This design comes from an exercise in tuning for small area, a short achievable clock period and few clock cycles on the open sky130 flow, not from production work. The RTL was checked by simulation tests, not by an equivalence proof against the original design. Power figures rest on the tool's default switching activity, not on a simulated workload.

==> flow/design.v (excerpt) <==
module encoder_hold_step_keyer #(
  parameter int unsigned SENSORS       = 2,
  parameter int unsigned LAYERS        = 8,
  parameter int unsigned ALLOW_ENTRIES = 2
) (
  input  logic                        clk_i,
  input  logic                        rst_ni,
  input  logic                        start,
  output logic                        busy,
  input  logic [74:0]                 req_i,
  output logic                        res_valid_o,
  output logic [7:0]                  res_o,
  input  logic                        cfg_we_i,
  input  logic [2:0]                  cfg_idx_i,
  input  logic [31:0]                 cfg_data_i
);
  localparam int N = 16;
  localparam logic [1:0] A_PRESS = 2'd0, A_REL = 2'd1, A_TAP = 2'd2;
  logic [15:0] tv_q;      
  logic        g_nz, g_is1, tv_one;   
  logic [15:0] grp_q;
  logic        sticky_q, topreq_q, qrel_q;
  logic [1:0]  acount_q;
  logic [31:0] akey0_q, akey1_q;
  logic        grp_we;
  assign grp_we = cfg_we_i && (cfg_idx_i == 3'd1);
  always_ff @(posedge clk_i or negedge rst_ni) begin
    if (!rst_ni) begin
      tv_q     <= 16'd180;
      tv_one   <= 1'b0;
      grp_q    <= 16'd5;
      g_nz     <= 1'b1;
      g_is1    <= 1'b0;
      sticky_q <= 1'b0;
      topreq_q <= 1'b1;
      qrel_q   <= 1'b0;
      acount_q <= 2'd0;
  ...
For scale: ~3700 cells after synthesis, roughly 900 flip-flops, roughly 120 I/O pins, ~41000 µm² of cells after synthesis.
export LEC_CHECK = 0
export CAP_MARGIN = 20
export CORE_MARGIN = 2
export CORE_UTILIZATION = 45
export CTS_BUF_LIST = sky130_fd_sc_hd__clkbuf_8
export SETUP_SLACK_MARGIN = 3.4
export SLEW_MARGIN = 20
export TNS_END_PERCENT = 10
create_clock -name core_clock -period 6.0 [get_ports {clk_i}]
standard.sh (not shown) runs the stock make flow with config.mk's settings and CLKGATE_MAP_FILE= SYNTH_SCRIPT=/design/flow/synth_recipe.tcl, a recipe that flattens the netlist after the stock synthesis.
==> flow/flow/run.sh <==
#!/bin/bash
# The standard layout (standard.sh), with plain sky130_fd_sc_hd__buf_4 cells as
# the input and output port buffers instead of the delay-cell buffers that
# buffer_ports picks by default. Every port still gets its own buffer.
set -euo pipefail
bash standard.sh "BUFFER_PORTS_ARGS=-buffer_cell sky130_fd_sc_hd__buf_4" finish > make_finish.log 2>&1
The first run finished clean.
Testbench counts at the start, summed over its fixed seeds: cycles 13,660.
Then changed:
Settings changed: ABC_CLOCK_PERIOD_IN_PS from default to 3000, CORE_UTILIZATION 45 to 40, SETUP_SLACK_MARGIN 3.4 to 3.2, TNS_END_PERCENT 10 to 5.
The new run finished with timing, DRC and antenna clean.
Cell area shrinks by a few percent.
Sequential share of layout area grows by 1.3 points.
Wire length shrinks slightly.
Global-route usage shrinks by 4.1 points.
Sequential power grows slightly.
First-iteration DRC count shrinks by about a fifth.
Power shrinks slightly.
Then changed:
Settings changed: ABC_CLOCK_PERIOD_IN_PS 3000 to default, TNS_END_PERCENT 5 to 30.
=> The changed run went through all stages and came out clean; final cell count barely changes; count of clock-buffer cells in the layout is lower by 9; register-to-register slack got worse by 40 ps; critical path depth is lower by 1.

---

Setup of P:
encoder_hold_step_keyer again, from the RTL that the note above started with.
==> flow/config.mk <==
export PLATFORM = sky130hd
export DESIGN_NAME = encoder_hold_step_keyer
export DESIGN_NICKNAME = encoder_hold_step_keyer
export VERILOG_FILES = /design/flow/design.v
export SDC_FILE = /design/flow/constraint.sdc
export NUM_CORES = 4
export LEC_CHECK = 0
export CAP_MARGIN = 20
export CORE_MARGIN = 2
export CORE_UTILIZATION = 40
export CTS_BUF_LIST = sky130_fd_sc_hd__clkbuf_4 sky130_fd_sc_hd__clkbuf_8
export SETUP_SLACK_MARGIN = 3.2
export SLEW_MARGIN = 20
export TNS_END_PERCENT = 5
==> flow/constraint.sdc <==
create_clock -name core_clock -period 6.0 [get_ports {clk_i}]
set_input_delay 1.2000 -clock core_clock [delete_from_list [all_inputs] [get_ports {clk_i}]]
set_output_delay 1.2000 -clock core_clock [all_outputs]
set_load 0.01 [all_outputs]
Scripts as last shown in full above: flow/flow/run.sh
Testbench counts of P, summed over its fixed seeds: cycles 13,660.
Input changes introduced in Q (baseline for comparison: P):
diff --git a/flow/config.mk b/flow/config.mk
--- a/flow/config.mk
+++ b/flow/config.mk
@@ -7,8 +7,8 @@
 export LEC_CHECK = 0
-export CAP_MARGIN = 20
+export CAP_MARGIN = 10
 export CORE_MARGIN = 2
 export CORE_UTILIZATION = 40
-export CTS_BUF_LIST = sky130_fd_sc_hd__clkbuf_4 sky130_fd_sc_hd__clkbuf_8
-export SETUP_SLACK_MARGIN = 3.2
-export SLEW_MARGIN = 20
+export CTS_BUF_LIST = sky130_fd_sc_hd__clkbuf_8
+export SETUP_SLACK_MARGIN = 3.0
+export SLEW_MARGIN = 10
 export TNS_END_PERCENT = 5
==> comparison <==
- Non-clock buffer share of cell area ended up 0.99 points lower on Q than on P.
- Comparing Q against P, there is no change at all in path depth of the worst reg2reg path.
- Post-detailed-route wirelength per cell, Q and P, lower one = P.
- Between P and Q, synthesis-to-layout area growth decreased.
- Power: Q draws less than P
- Setup slack ended up 0.019 ns higher on Q than on P.
- [compare] base=P new=Q: flip-flop and latch count flat, number of non-filler instances in the completed layout fell 58, via count level.

---

Starting RTL as in the previous note.
Settings: LEC_CHECK=0, CAP_MARGIN=10, CORE_MARGIN=2, CORE_UTILIZATION=40, CTS_BUF_LIST=sky130_fd_sc_hd__clkbuf_8, SETUP_SLACK_MARGIN=3.2, SLEW_MARGIN=10, TNS_END_PERCENT=5; clock period 6.0 ns.
Scripts as last shown in full above: flow/flow/run.sh
Testbench counts at the start, summed over its fixed seeds: cycles 13,660.
Then changed:
Settings changed: ABC_CLOCK_PERIOD_IN_PS from default to 3000, CAP_MARGIN 10 to 20, CTS_BUF_LIST sky130_fd_sc_hd__clkbuf_8 to default, SETUP_SLACK_MARGIN 3.2 to 3.0, SLEW_MARGIN 10 to 20.
Maximum frequency increases by 1.6%.
Wire length stays flat.
Total power increases by 1.0%.
Utilization decreases by 0.53 points.
Hold slack gains 0.015 ns.
Final area decreases by 1.1%.
Global-route usage is about the same.
First-iteration DRC count increases by 16%.
Combinational power decreases by about 4%.
Worst setup slack gains 0.051 ns.
Cell count decreases by 2.8%.

## static timing again, ports no longer ideal
Ports are ideal in the flow. The routed layouts listed here were re-timed in OpenROAD. Step 1 (the two cells are an assumption about what drives the block):
set clk [get_ports {clk_i}]
set_driving_cell -lib_cell sky130_fd_sc_hd__clkbuf_16 $clk
set_driving_cell -lib_cell sky130_fd_sc_hd__buf_2 [delete_from_list [all_inputs] $clk]
Step 2 adds t to the input delays and takes it off the output delays; t is the mean of the earliest and latest rising clock arrival at the registers after step 1. Input paths then give back, and output paths get back, about the clock's delay inside the block. Three values: no drivers, after step 1, after step 2; two values: the first two.
run | t, ns | setup WS [ns] | worst setup path at the end | clock arrival spread, ns | slew at the worst register clock pin (ns)
the first run of note 1 | 0.897 | 2.925 / 2.948 / 2.051 | input to register | 0.038 / 0.038 | 0.07 / 0.07
the second run of note 1 | 0.899 | 2.892 / 2.892 / 2.065 | input to register | 0.063 / 0.063 | 0.07 / 0.07
the third run of note 1 | 0.873 | 2.851 / 2.851 / 2.119 | input to register | 0.060 / 0.060 | 0.08 / 0.08
P | 0.892 | 2.809 / 2.809 / 1.960 | input to register | 0.061 / 0.060 | 0.07 / 0.07
Q | 0.895 | 2.828 / 2.828 / 1.980 | input to register | 0.067 / 0.067 | 0.08 / 0.08
the first run of note 3 | 0.886 | 2.741 / 2.741 / 1.908 | input to register | 0.066 / 0.066 | 0.07 / 0.07
the second run of note 3 | 0.748 | 2.792 / 2.792 / 2.119 | input to register | 0.079 / 0.079 | 0.07 / 0.07
After both steps every run listed still meets setup and hold. For the first run of note 1, which loses most, drivers alone change the setup slack by +0.023 ns; drivers and shift together by -0.874 ns.
